From an optimization exercise on the open Yosys and OpenROAD flow, aimed at a short achievable clock period and few clock cycles per item; shortcuts taken in it are not production practice. The RTL was checked by simulation tests, not by an equivalence proof against the original design. Power is estimated from default activity; no workload was simulated.

### flow/design.v
`default_nettype none
package rv_isa_pkg;
    localparam logic [6:0] OPC_LOAD   = 7'b0000011;
    localparam logic [6:0] OPC_OP_IMM = 7'b0010011;
    localparam logic [6:0] OPC_STORE  = 7'b0100011;
    localparam logic [6:0] OPC_OP     = 7'b0110011;
    localparam logic [2:0] F3_ADD_SUB = 3'b000;
    localparam logic [2:0] F3_WORD    = 3'b010;
    localparam logic [6:0] F7_ADD     = 7'b0000000;
    localparam logic [6:0] F7_SUB     = 7'b0100000;
endpackage
`default_nettype wire
`default_nettype none
package pipe_pkg;
    typedef logic [$clog2(32)-1:0] reg_idx_t;
    typedef enum logic [2:0] {
        OP_ADD,
        OP_SUB,
        OP_ADDI,
        OP_LOAD,
        OP_STORE
    } alu_op_t;
    typedef struct packed {
        logic             valid;
        alu_op_t          op;
        reg_idx_t         rd;
        reg_idx_t         rs1;
        reg_idx_t         rs2;
        logic [32-1:0] imm;
    } decoded_t;
    typedef struct packed {
        logic             valid;
        logic             is_load;
        logic             is_store;
        reg_idx_t         rd;
        logic [32-1:0] result;
        logic [32-1:0] store_data;
    } mem_req_t;
    typedef struct packed {
        logic             enable;
        reg_idx_t         rd;
        logic [32-1:0] value;
    } reg_write_t;
endpackage
`default_nettype wire
`timescale 1ns/1ps
`default_nettype none
module core_top (
    input  logic        clock,
    input  logic        reset,
    input  logic        instr_valid,
    output logic        instr_ready,
    input  logic [31:0] instr_bits,
    output logic        mmio_valid,
    input  logic        mmio_ready,
    output logic [31:0] mmio_addr,
    output logic [31:0] mmio_data
);
    localparam int FD = 16;              
    localparam int FW = $clog2(FD);
    typedef struct packed {
        logic        valid;
        logic        op;      
        logic        sub;
        logic        addi;
        logic        lw;
        logic        sw;
        logic        wr;      
        logic [4:0]  rd;
        logic [4:0]  rs1;
        logic [4:0]  rs2;
        logic [31:0] oh1;     
        logic [31:0] oh2;     
        logic [31:0] imm;
    } dec_t;
    function automatic dec_t predecode(input logic [31:0] w, input logic v);
        dec_t d;
        logic [6:0] opc;
        logic [2:0] f3;
        logic [6:0] f7;
        opc    = w[6:0];
        f3     = w[14:12];
        f7     = w[31:25];
        d.op   = (opc == 7'b0110011) && (f3 == 3'b000) &&
                 (f7 == 7'b0000000 || f7 == 7'b0100000);
        d.sub  = d.op && f7[5];
        d.addi = (opc == 7'b0010011) && (f3 == 3'b000);
        d.lw   = (opc == 7'b0000011) && (f3 == 3'b010);
        d.sw   = (opc == 7'b0100011) && (f3 == 3'b010);
        d.valid = v && (d.op || d.addi || d.lw || d.sw);
        d.rd   = w[11:7];
        d.rs1  = w[19:15];
        d.rs2  = w[24:20];
        d.wr   = (d.op || d.addi || d.lw) && (w[11:7] != 5'd0);
        d.oh1  = 32'd1 << w[19:15];
        d.oh2  = 32'd1 << w[24:20];
        d.imm  = d.sw ? {{20{w[31]}}, w[31:25], w[11:7]} : {{20{w[31]}}, w[31:20]};
        predecode = d;
    endfunction
    function automatic logic [16:0] add16c(input logic [15:0] a, input logic [15:0] b,
                                           input logic c);
        logic [17:0] t;
        t = {1'b0, a, 1'b1} + {1'b0, b, c};
        add16c = t[17:1];
    endfunction
    logic [1:0]  q_cnt;
    logic [31:0] q0;
    logic [31:0] q1;
    logic        rdy_q;
    logic        acc;
    logic        pop;
    logic [1:0]  q_cnt_next;
    dec_t        d_q;
    logic        stall_d;
    assign instr_ready = rdy_q;
    assign acc         = instr_valid && rdy_q;
    assign pop         = (q_cnt != 2'd0) && !stall_d;
    assign q_cnt_next  = q_cnt + {1'b0, acc} - {1'b0, pop};
    always_ff @(posedge clock) begin
        if (reset) begin
            q_cnt <= 2'd0;
            rdy_q <= 1'b1;
        end else begin
            q_cnt <= q_cnt_next;
            rdy_q <= pop || !(q_cnt == 2'd2 || (q_cnt == 2'd1 && acc));
        end
        if (pop) begin
            q0 <= (q_cnt == 2'd2) ? q1 : instr_bits;
        end else if (q_cnt == 2'd0) begin
            q0 <= instr_bits;
        end
        if (acc && !pop && q_cnt == 2'd1) begin
            q1 <= instr_bits;
        end
    end
    logic haz_q;
    logic q0_mem;
    assign q0_mem = (q0[6:0] == 7'b0000011 || q0[6:0] == 7'b0100011) && (q0[14:12] == 3'b010);
    always_ff @(posedge clock) begin
        if (reset) begin
            d_q.valid <= 1'b0;
            haz_q     <= 1'b0;
        end else if (!stall_d) begin
            d_q   <= predecode(q0, q_cnt != 2'd0);
            haz_q <= q0_mem && d_q.valid && d_q.wr && (d_q.rd == q0[19:15]);
        end else begin
            haz_q <= 1'b0;
        end
    end
    logic [15:0] L;
    logic [15:0] whi;
    logic [31:0] wr_val;
    logic        w_wr;
    logic [4:0]  w_rd;
    logic [31:0][31:0] rf;
    logic [31:0] rf_a;
    logic [31:0] rf_b;
    logic [31:0] d_a;
    logic [31:0] d_b;
    always_ff @(posedge clock) begin
        for (int i = 1; i < 32; i++) begin
            if (w_wr && w_rd == 5'(i)) begin
                rf[i] <= wr_val;
            end
        end
    end
    always_comb begin
        rf_a = '0;
        rf_b = '0;
        for (int i = 1; i < 32; i++) begin
            rf_a = rf_a | ({32{d_q.oh1[i]}} & rf[i]);
            rf_b = rf_b | ({32{d_q.oh2[i]}} & rf[i]);
        end
        d_a = (w_wr && w_rd == d_q.rs1) ? wr_val : rf_a;
        d_b = (w_wr && w_rd == d_q.rs2) ? wr_val : rf_b;
    end
    dec_t        ag_q;
    logic [31:0] ag_a;
    logic [31:0] ag_b;
    logic [3:1]  ag_ca;       
    logic [3:1]  ag_cb;       
    logic        ag_own;      
    logic        e1_valid;
    logic        e1_wr;
    logic [4:0]  e1_rd;
    logic        e1_lw;
    logic        e1_sw;
    logic        e1_sub;
    logic        e1_fa1;
    logic        e1_fb1;
    logic        e1_ga2;
    logic        e1_gb2;
    logic        e1_s00;
    logic        e1_s10;
    logic        e1_s01a;
    logic        e1_s01s;
    logic        e1_s11;
    logic [31:0] e1_a;
    logic [31:0] e1_b;
    logic [15:0] e1_imm;      
    logic [63:0] e1_sel;
    logic        e2_valid;
    logic        e2_wr;
    logic [4:0]  e2_rd;
    logic        e2_lw;
    logic        e2_sw;
    logic        e2_sub;
    logic        e2_gb1;
    logic        e2_s00;
    logic        e2_s10;
    logic        e2_s01a;
    logic        e2_s01s;
    logic        e2_s11;
    logic        e2_c;
    logic [15:0] e2_a;
    logic [15:0] e2_b;
    logic [15:0] e2_ldhi;
    logic [15:0] e2_sdlo;
    logic [15:0] e2_addr_lo;
    logic        e2_caddr;
    logic        e2_imm_s;
    logic [63:0] e2_sel;
    logic [FW:0] f_cnt;
    logic [FW:0] st_cnt;      
    logic        st_full;     
    logic        e2_ramst;    
    logic        e2_push;     
    logic        h_load;
    logic ag_wr;
    logic haz_base;
    logic haz_mmio;
    logic [3:1] pa;
    logic [3:1] pb;
    logic uses_b;
    assign ag_wr    = ag_q.valid && ag_q.wr;
    assign haz_base = haz_q;
    assign haz_mmio = d_q.sw && st_full;
    assign stall_d  = d_q.valid && (haz_base || haz_mmio);
    assign uses_b   = d_q.op || d_q.sw;
    always_comb begin
        pa[1] = ag_wr && (ag_q.rd == d_q.rs1);
        pa[2] = e1_wr && (e1_rd == d_q.rs1);
        pa[3] = e2_wr && (e2_rd == d_q.rs1);
        pb[1] = uses_b && ag_wr && (ag_q.rd == d_q.rs2);
        pb[2] = uses_b && e1_wr && (e1_rd == d_q.rs2);
        pb[3] = uses_b && e2_wr && (e2_rd == d_q.rs2);
    end
    logic        issue_sw;
    logic [FW:0] st_cnt_next;
    assign issue_sw    = d_q.valid && d_q.sw && !stall_d;
    assign st_cnt_next = st_cnt + (FW+1)'(issue_sw) - (FW+1)'(e2_ramst) - (FW+1)'(h_load);
    always_ff @(posedge clock) begin
        if (reset) begin
            st_cnt  <= '0;
            st_full <= 1'b0;
        end else begin
            st_cnt  <= st_cnt_next;
            st_full <= (st_cnt_next >= (FW+1)'(FD));
        end
    end
    always_ff @(posedge clock) begin
        if (reset) begin
            ag_q.valid <= 1'b0;
        end else begin
            ag_q       <= d_q;
            ag_q.valid <= d_q.valid && !stall_d;
        end
        ag_a  <= d_a;
        ag_b  <= d_b;
        ag_ca <= {pa[3] && !pa[2] && !pa[1], pa[2] && !pa[1], pa[1]};
        ag_own <= !((pa[3] || pa[2]) && !pa[1]);
        ag_cb <= {pb[3] && !pb[2] && !pb[1], pb[2] && !pb[1], pb[1]};
    end
    logic [7:0]  sh;
    logic [7:0]  sg;
    logic        sc2;
    logic        sok;
    logic [63:0] sel_next;
    logic [31:0] a_cap;
    logic [31:0] b_cap;
    always_comb begin
        a_cap[15:0]  = ({16{ag_ca[2]}} & L) | ({16{ag_ca[3]}} & wr_val[15:0]) |
                       ({16{ag_own}} & ag_a[15:0]);
        a_cap[31:16] = ag_ca[3] ? wr_val[31:16] : ag_a[31:16];
        b_cap[15:0]  = ag_cb[2] ? L : (ag_cb[3] ? wr_val[15:0] : ag_b[15:0]);
        b_cap[31:16] = ag_cb[3] ? wr_val[31:16] : ag_b[31:16];
        sh  = a_cap[7:0] ^ ag_q.imm[7:0];
        sg  = a_cap[7:0] & ag_q.imm[7:0];
        sc2 = sg[1] | (sh[1] & sg[0]);
        for (int k = 0; k < 64; k++) begin
            sok = ((sh[2] ^ k[0]) == sc2);
            for (int i = 3; i < 8; i++) begin
                sok = sok && ((sh[i] ^ k[i-2]) == (sg[i-1] | (sh[i-1] & !k[i-3])));
            end
            sel_next[k] = sok;
        end
    end
    always_ff @(posedge clock) begin
        if (reset) begin
            e1_valid <= 1'b0;
            e1_wr    <= 1'b0;
        end else begin
            e1_valid <= ag_q.valid;
            e1_wr    <= ag_wr;
        end
        e1_rd      <= ag_q.rd;
        e1_lw      <= ag_q.lw;
        e1_sw      <= ag_q.sw;
        e1_sub     <= ag_q.sub;
        e1_fa1     <= ag_ca[1];
        e1_fb1     <= ag_cb[1];
        e1_ga2     <= ag_ca[2];
        e1_gb2     <= ag_cb[2];
        e1_s00     <= !ag_q.lw && !ag_ca[1] && !ag_cb[1];
        e1_s10     <= !ag_q.lw &&  ag_ca[1] && !ag_cb[1];
        e1_s01a    <= !ag_q.lw && !ag_ca[1] &&  ag_cb[1] && !ag_q.sub;
        e1_s01s    <= !ag_q.lw && !ag_ca[1] &&  ag_cb[1] &&  ag_q.sub;
        e1_s11     <= !ag_q.lw &&  ag_ca[1] &&  ag_cb[1];
        e1_a       <= a_cap;
        e1_b       <= ag_q.addi ? ag_q.imm : (ag_q.sub ? ~b_cap : b_cap);
        e1_imm     <= ag_q.imm[15:0];
        e1_sel     <= sel_next;
    end
    logic [63:0][31:0] ram;
    logic [31:0] ram_rd;
    logic [31:0] ld;
    logic [16:0] u00;
    logic [16:0] u10;
    logic [16:0] u01a;
    logic [16:0] u01s;
    logic [16:0] u11;
    logic [16:0] lo17;
    logic [15:0] a_hi;
    logic [15:0] b_hi;
    logic [16:0] addr_lo;
    logic [10:0] a10;
    logic [2:0]  nd;
    logic        bz;
    logic        bo;
    logic [31:0] sdata;
    logic        e1_mmio;
    always_comb begin
        ram_rd = '0;
        for (int i = 0; i < 64; i++) begin
            ram_rd = ram_rd | ({32{e1_sel[i]}} & ram[i]);
        end
        ld = (e2_ramst && |(e1_sel & e2_sel)) ? sdata : ram_rd;
        u00  = add16c(e1_a[15:0], e1_b[15:0], e1_sub);
        u10  = add16c(L, e1_b[15:0], e1_sub);
        u01a = add16c(e1_a[15:0], L, 1'b0);
        u01s = add16c(e1_a[15:0], ~L, 1'b1);
        u11  = e1_sub ? 17'h10000 : {L, 1'b0};
        lo17 = ({17{e1_s00}}  & u00)  | ({17{e1_s10}}  & u10) |
               ({17{e1_s01a}} & u01a) | ({17{e1_s01s}} & u01s) |
               ({17{e1_s11}}  & u11);
        a_hi    = e1_ga2 ? wr_val[31:16] : e1_a[31:16];
        b_hi    = e1_gb2 ? (e1_sub ? ~wr_val[31:16] : wr_val[31:16]) : e1_b[31:16];
        addr_lo = {1'b0, e1_a[15:0]} + {1'b0, e1_imm};
        a10 = {1'b0, e1_a[9:0]} + {1'b0, e1_imm[9:0]};
        nd  = 3'd0 - ({e1_imm[11], e1_imm[11:10]} + {2'b00, a10[10]});
        bz  = ({a_hi, e1_a[15:12]} == 20'h00000);
        bo  = ({a_hi, e1_a[15:12]} == 20'hfffff);
        e1_mmio = !((nd[2] ? bo : bz) && (e1_a[11:10] == nd[1:0]));
    end
    always_ff @(posedge clock) begin
        if (reset) begin
            e2_valid <= 1'b0;
            e2_wr    <= 1'b0;
            e2_ramst <= 1'b0;
            e2_push  <= 1'b0;
        end else begin
            e2_valid <= e1_valid;
            e2_wr    <= e1_wr;
            e2_ramst <= e1_valid && e1_sw && !e1_mmio;
            e2_push  <= e1_valid && e1_sw &&  e1_mmio;
        end
        e2_rd      <= e1_rd;
        e2_lw      <= e1_lw;
        e2_sw      <= e1_sw;
        e2_sub     <= e1_sub;
        e2_gb1     <= e1_fb1;
        e2_s00     <= !e1_lw && !e1_fa1 && !e1_fb1;
        e2_s10     <= !e1_lw &&  e1_fa1 && !e1_fb1;
        e2_s01a    <= !e1_lw && !e1_fa1 &&  e1_fb1 && !e1_sub;
        e2_s01s    <= !e1_lw && !e1_fa1 &&  e1_fb1 &&  e1_sub;
        e2_s11     <= !e1_lw &&  e1_fa1 &&  e1_fb1;
        e2_c       <= lo17[16];
        e2_a       <= a_hi;
        e2_b       <= b_hi;
        e2_ldhi    <= ld[31:16];
        e2_sdlo    <= e1_fb1 ? L : e1_b[15:0];
        e2_addr_lo <= addr_lo[15:0];
        e2_caddr   <= addr_lo[16];
        e2_imm_s   <= e1_imm[15];
        e2_sel     <= e1_sel;
        L          <= e1_lw ? ld[15:0] : lo17[15:0];
    end
    logic [15:0] t00;
    logic [15:0] t10;
    logic [15:0] t01a;
    logic [15:0] t01s;
    logic [15:0] t11;
    logic [15:0] hi;
    logic [15:0] res_hi;
    logic        push;
    logic [31:0] e2_addr;
    logic        e3_push;
    logic [31:0] e3_addr;
    logic [31:0] e3_data;
    always_ff @(posedge clock) begin
        if (reset) begin
            e3_push <= 1'b0;
        end else begin
            e3_push <= e2_push;
        end
        e3_addr <= e2_addr;
        e3_data <= sdata;
    end
    always_comb begin
        t00  = add16c(e2_a, e2_b, e2_c);
        t10  = add16c(whi, e2_b, e2_c);
        t01a = add16c(e2_a, whi, e2_c);
        t01s = add16c(e2_a, ~whi, e2_c);
        t11  = e2_sub ? (e2_c ? 16'h0000 : 16'hffff) : {whi[14:0], e2_c};
        hi   = ({16{e2_s00}}  & t00)  | ({16{e2_s10}}  & t10) |
               ({16{e2_s01a}} & t01a) | ({16{e2_s01s}} & t01s) |
               ({16{e2_s11}}  & t11);
        res_hi = e2_lw ? e2_ldhi : hi;
        sdata     = {e2_gb1 ? whi : e2_b, e2_sdlo};
        e2_addr   = {e2_a + {16{e2_imm_s}} + {15'd0, e2_caddr}, e2_addr_lo};
        push      = e3_push;
    end
    always_ff @(posedge clock) begin
        for (int i = 0; i < 64; i++) begin
            if (e2_ramst && e2_sel[i]) begin
                ram[i] <= sdata;
            end
        end
    end
    always_ff @(posedge clock) begin
        if (reset) begin
            w_wr <= 1'b0;
        end else begin
            w_wr <= e2_wr;
        end
        w_rd <= e2_rd;
        whi  <= res_hi;
        wr_val <= e2_wr ? {res_hi, L} : 32'd0;
    end
    logic [31:0] f_addr [FD];
    logic [31:0] f_data [FD];
    logic [FW-1:0] f_wp;
    logic [FW-1:0] f_rp;
    logic [FW:0] f_cnt_p;
    logic        h_valid;
    logic [31:0] h_addr;
    logic [31:0] h_data;
    logic [31:0] h_addr_c;    
    logic [31:0] h_data_c;
    assign h_load  = (!h_valid || mmio_ready) && (f_cnt != '0);
    assign f_cnt_p = f_cnt + (FW+1)'(push);
    always_ff @(posedge clock) begin
        if (reset) begin
            f_wp    <= '0;
            f_rp    <= '0;
            f_cnt   <= '0;
            h_valid <= 1'b0;
        end else begin
            if (push) begin
                f_wp <= f_wp + 1'b1;
            end
            if (h_load) begin
                f_rp <= f_rp + 1'b1;
            end
            f_cnt <= h_load ? f_cnt_p - 1'b1 : f_cnt_p;
            if (h_load) begin
                h_valid <= 1'b1;
            end else if (mmio_ready) begin
                h_valid <= 1'b0;
            end
        end
    end
    always_ff @(posedge clock) begin
        if (push) begin
            f_addr[f_wp] <= e3_addr;
            f_data[f_wp] <= e3_data;
        end
        if (h_load) begin
            h_addr_c <= f_addr[f_rp];
            h_data_c <= f_data[f_rp];
        end
        h_addr <= h_load ? f_addr[f_rp] : ((h_valid && !mmio_ready) ? h_addr_c : 32'd0);
        h_data <= h_load ? f_data[f_rp] : ((h_valid && !mmio_ready) ? h_data_c : 32'd0);
    end
    assign mmio_valid = h_valid;
    assign mmio_addr  = h_addr;
    assign mmio_data  = h_data;
endmodule
`default_nettype wire
### flow/run.sh
#!/bin/bash
# synth_recipe.tcl (not shown) runs the flow's synth.tcl, then flattens the netlist and writes it again
# the make line also repeats each setting of config.mk as NAME=value (left out here)
make -C /OpenROAD-flow-scripts/flow DESIGN_CONFIG=/design/flow/config.mk WORK_HOME=/design/flow/orfs CLKGATE_MAP_FILE= SYNTH_SCRIPT=/design/flow/synth_recipe.tcl finish
### flow/config.mk
export PLATFORM = sky130hd
export DESIGN_NAME = core_top
export DESIGN_NICKNAME = core_top
export VERILOG_FILES = /design/flow/design.v
export SDC_FILE = /design/flow/constraint.sdc
export NUM_CORES = 4
export LEC_CHECK = 0
export ABC_CLOCK_PERIOD_IN_PS = 2400
export CAP_MARGIN = 20
export CORE_MARGIN = 2
export CORE_UTILIZATION = 55
export PLACE_DENSITY = 0.68
export SETUP_SLACK_MARGIN = 3.6
export SLEW_MARGIN = 20
### flow/constraint.sdc
create_clock -name core_clock -period 6.0 [get_ports {clock}]
set_input_delay 1.2000 -clock core_clock [delete_from_list [all_inputs] [get_ports {clock}]]
set_output_delay 1.2000 -clock core_clock [all_outputs]
set_load 0.01 [all_outputs]
==> impl_metrics.py <==
metrics = {
    "yosys": {
        "synth_area_sq_mm": 0.1872,
        "synth_cells": 10850,
        "synth_nets": 11090,
        "synth_warnings": 1,
        "ys.flop_type": "edfxtp_1",
        "synth_edf_count": 4309,
        "ys_async_sr_fraction": 0,
        "yosysSeqAreaShare": 0.7574,
        "postSynthAreaPerCell_sq_um": 17.25,
        "ys_seq_elements": 4930,
        "ys_types": 78,
    },
    "global_routing": {
        "antenna_found_initial": 52,
        "grt_usage": 0.4093,
        "grt_remaining_overflow": 0,
        "grt_max_degree": 88,
        "grt_pass1_wl_mm": 971.0,
        "grt_pass1_vias": 119100,
    },
    "place": {
        "pre_cts_slack_ns": 2.110,
        "dp_cells": 15260,
        "dp_hpwl_mm": 373.1,
        "gp_congestion": 0.9722,
        "portBuffers": 101,
    },
    "routing": {
        "drt_wl_total_mm": 730.8,
        "viasPerCell": 7.731,
        "wl_per_cell_um": 44.39,
        "drc_errors": 0,
        "antenna_left": 0,
        "vias": 127300,
        "first_pass_iters": 13,
        "first_iter_violations": 29780,
    },
    "setup_path": {
        "cpPeakStageDelay_ns": 0.39,
        "startpoint": "e1_a[0]",
        "path_class": "reg2reg",
        "worst-path-stages": 18,
        "rr_startpoint": "e1_a[0]",
        "critPathBufInv": 3,
        "start_kind": "flip-flop",
        "cp_max_fo": 3,
        "reg2reg_depth": 18,
        "crit_arrival_ns": 3.98,
        "worstSetupEndpointType": "flip-flop",
        "path_cells": "buf_6, ha_4, inv_2, fa_2, nor2b_1, o21a_1, o21ai_2, a21oi_2, o2111ai_2, nand2_1, nor2_2, ha_2, inv_2, ha_4, nand2_4, o41ai_4, nand3_1, nor2_1",
        "crit_family": "compound AO/OA/AOI/OAI gates",
        "critPathRequiredTime_ns": 6.91,
        "cp_slowest_cell": "o41ai_4",
    },
    "finish": {
        "nFillCells": 22950,
        "fin_util": 0.6431,
        "layout.nets": 11700,
        "final_cell_mix": "4,309 x edfxtp_1, 977 x a22oi_1, 556 x a22o_1",
        "final_common_cell": "edfxtp_1",
        "area_growth_pct": 16.51,
        "multi_input_area_sq_mm": 0.04636,
        "drive_gt1_frac": 0.2214,
        "regArea_sq_mm": 0.1423,
        "stdcell_count": 16460,
    },
    "timing": {
        "fin_crit_ns": 3.067,
        "slew-limit-headroom": 0.1590,
        "finClkSkew_ns": 0.1303,
        "setup_viol": 0,
        "rsz0062_at_grt": "true",
        "fmax_mhz": 326.1,
        "worst_slew_pin_slew_ns": 1.262,
        "setup_ws_ns": 2.934,
        "drv_slew": 0,
        "hold_viol": 0,
        "fin_crit_sh": 0.5111,
        "tns_ns": 0,
    },
    "floorplan": {
        "io_pins": 102,
        "fp.dieH_um": 587.5,
        "core_area_sq_mm": 0.3392,
        "initial_utilization": 0.5520,
        "die_width_um": 587.5,
        "num_rows": 214,
        "die_area_sq_mm": 0.3451,
    },
    "hold_path": {
        "holdPathStages": 0,
        "hold_path_class": "reg2reg",
        "min_from": "e2_addr_lo[11]",
    },
    "power": {
        "power_frac_clock": 0.364,
        "p_leak_nw": 69.83,
        "power_mw": 83.76,
        "p_seq_frac": 0.483,
        "p_int_mw": 61.38,
        "swShare": 0.2672,
        "powerDensity_mw_per_mm2": 383.9,
        "switchingPower_mw": 22.38,
        "vdd_drop_max_uv": 297.3,
        "p_comb_frac": 0.153,
    },
    "clock_network": {
        "cts_hold_buf": 0,
        "cts_sinks": 4930,
        "cts.reportedPaths.clkPinSlew_ns": 0.06,
        "cts_tree": "done",
        "insertion_delay_ns": 1.08,
        "htreeDepth": 5,
        "cts_root_buf": "clkbuf_16",
        "cts_buffer_depth": 4,
        "numCtsBuffers": 469,
    },
    "status": {
        "outcome": "timing/DRC/antenna clean",
    },
    "job": {
        "drv_cap": 0,
    },
}
-- routing by layer --
metal	GRT usage	share of wire
met1	0.5307	0.32
met2	0.5701	0.41
met3	0.1808	0.19
met4	0.2427	0.080
met5	0.001095	0.00092
-- worst paths after layout --
path                       to  slack (ns)
hold / removal    e3_addr[11]        0.32
setup / recovery     e2_ramst        2.93
setup reg to reg     e2_ramst        2.93
hold reg to reg   e3_addr[11]        0.32
-- power groups by stage --
stage	registers (mW)	logic, mW	clock network [mW]
floorplan	40.3	6.82	0
global placement	41.1	10.1	0
detailed placement	41.1	10.2	0
CTS	40.4	11.6	30.3
global route	40.5	13.3	31.7
finish	40.4	12.8	30.5
-- area by class of cell --
type                            instances  area share
Clock inverter                        284     0.01440
Sequential cell                      4930      0.6520
Multi-Input combinational cell       5199      0.2125
Antenna cell                           44   0.0005047
Timing Repair Buffer                  703     0.03365
Timing Repair inverter                  3   0.0001548
Tap cell                             4536     0.02601
Inverter                              157    0.002908
Clock buffer                          606     0.05785
-- cells in the mapped netlist, drive strengths merged, types with 98 or more instances --
cell | count | area (sq um)
a21oi | 210 | 1051
a221oi | 512 | 4484
a22o | 556 | 4870
a22oi | 979 | 7350
and2 | 119 | 744.5
buf | 122 | 475.5
clkbuf | 475 | 1783
dfxtp | 621 | 12430
edfxtp | 4309 | 129400
ha | 183 | 2290
inv | 156 | 585.6
mux2 | 98 | 1104
mux4 | 320 | 7207
nand2 | 168 | 630.6
nand3 | 224 | 1121
nand4 | 273 | 1708
nor2 | 381 | 1430
nor3 | 144 | 720.7
o21ai | 150 | 750.7
xnor2 | 110 | 963.4
xor2 | 103 | 902.1
-- registers in the layout, summed over array words and instances, names as in the netlist, 64 cells and up, named ones only --
register  cells
ram        2048
rf          992
f_addr      512
f_data      512
d_q          96
e1_sel       64
e2_sel       64
-- stage by stage --
step | instance area [sq um] | hold slack, ns
finish | 218200 | 0.3213
global route | 218100 | 0.3353
CTS | 215600 | 0.3214
detailed placement | 195400 | 0.3121
global placement | 195200 | 0.3205
floorplan | 187800 | 0.3096
-- cell families (layout without fill, tap and decap cells) --
kind of cell | Yosys count | count (layout) | synth area share
AND/OR/NAND/NOR | 1520 | 1550 | 0.04146
flip-flops | 4930 | 4930 | 0.7574
adder cells (fa/ha/maj) | 196 | 196 | 0.01362
other | 0 | 44 | 0
XOR/XNOR | 213 | 213 | 0.009963
multiplexers | 468 | 468 | 0.04705
AO/OA/AOI/OAI | 2772 | 2772 | 0.1153
buffers and inverters | 754 | 1753 | 0.01521
-- worst register-to-register path, cell delays in order (launching register included) --
cell and delay [ns]:
dfxtp_4 0.37, buf_6 0.11, ha_4 0.12, inv_2 0.03
fa_2 0.33, nor2b_1 0.12, o21a_1 0.15, o21ai_2 0.08
a21oi_2 0.18, o2111ai_2 0.16, nand2_1 0.10, nor2_2 0.05
ha_2 0.17, inv_2 0.06, ha_4 0.15, nand2_4 0.06
o41ai_4 0.40, nand3_1 0.12, nor2_1 0.15
-- repair_timing --
action                                  4_1_cts  5_1_grt
gates cloned                                 40       15
endpoints found under the setup margin     3024     1386
gates resized for setup                     971      404
pin swaps                                   180      166
buffers inserted                            146       71
Testbench counts, summed over its fixed seeds: cycles 13,325, instrs 13,240.

## port drivers added, routing unchanged
The flow's constraints put no driver on any port. The routed layout listed below was extracted and timed again, unchanged, in two steps. Step 1: set_driving_cell puts a clkbuf_16 on clock and a buf_2 on each other input, an assumption about the parent block. Step 2 adds t to the input delays and takes it off the output delays; t is the mean of the earliest and latest rising clock arrival at the registers after step 1. Input paths then give back, and output paths get back, about the clock's delay inside the block. a / b / c = no drivers / after step 1 / after step 2; a / b = the first two.
shift t [ns]: 1.129
setup WS [ns]: 2.934 / 2.934 / 2.534
worst setup path at the end: input to register
After both steps setup and hold are still met in this run. The setup slack of this run moves by 0.000 ns with the drivers and by -0.400 ns with both steps.
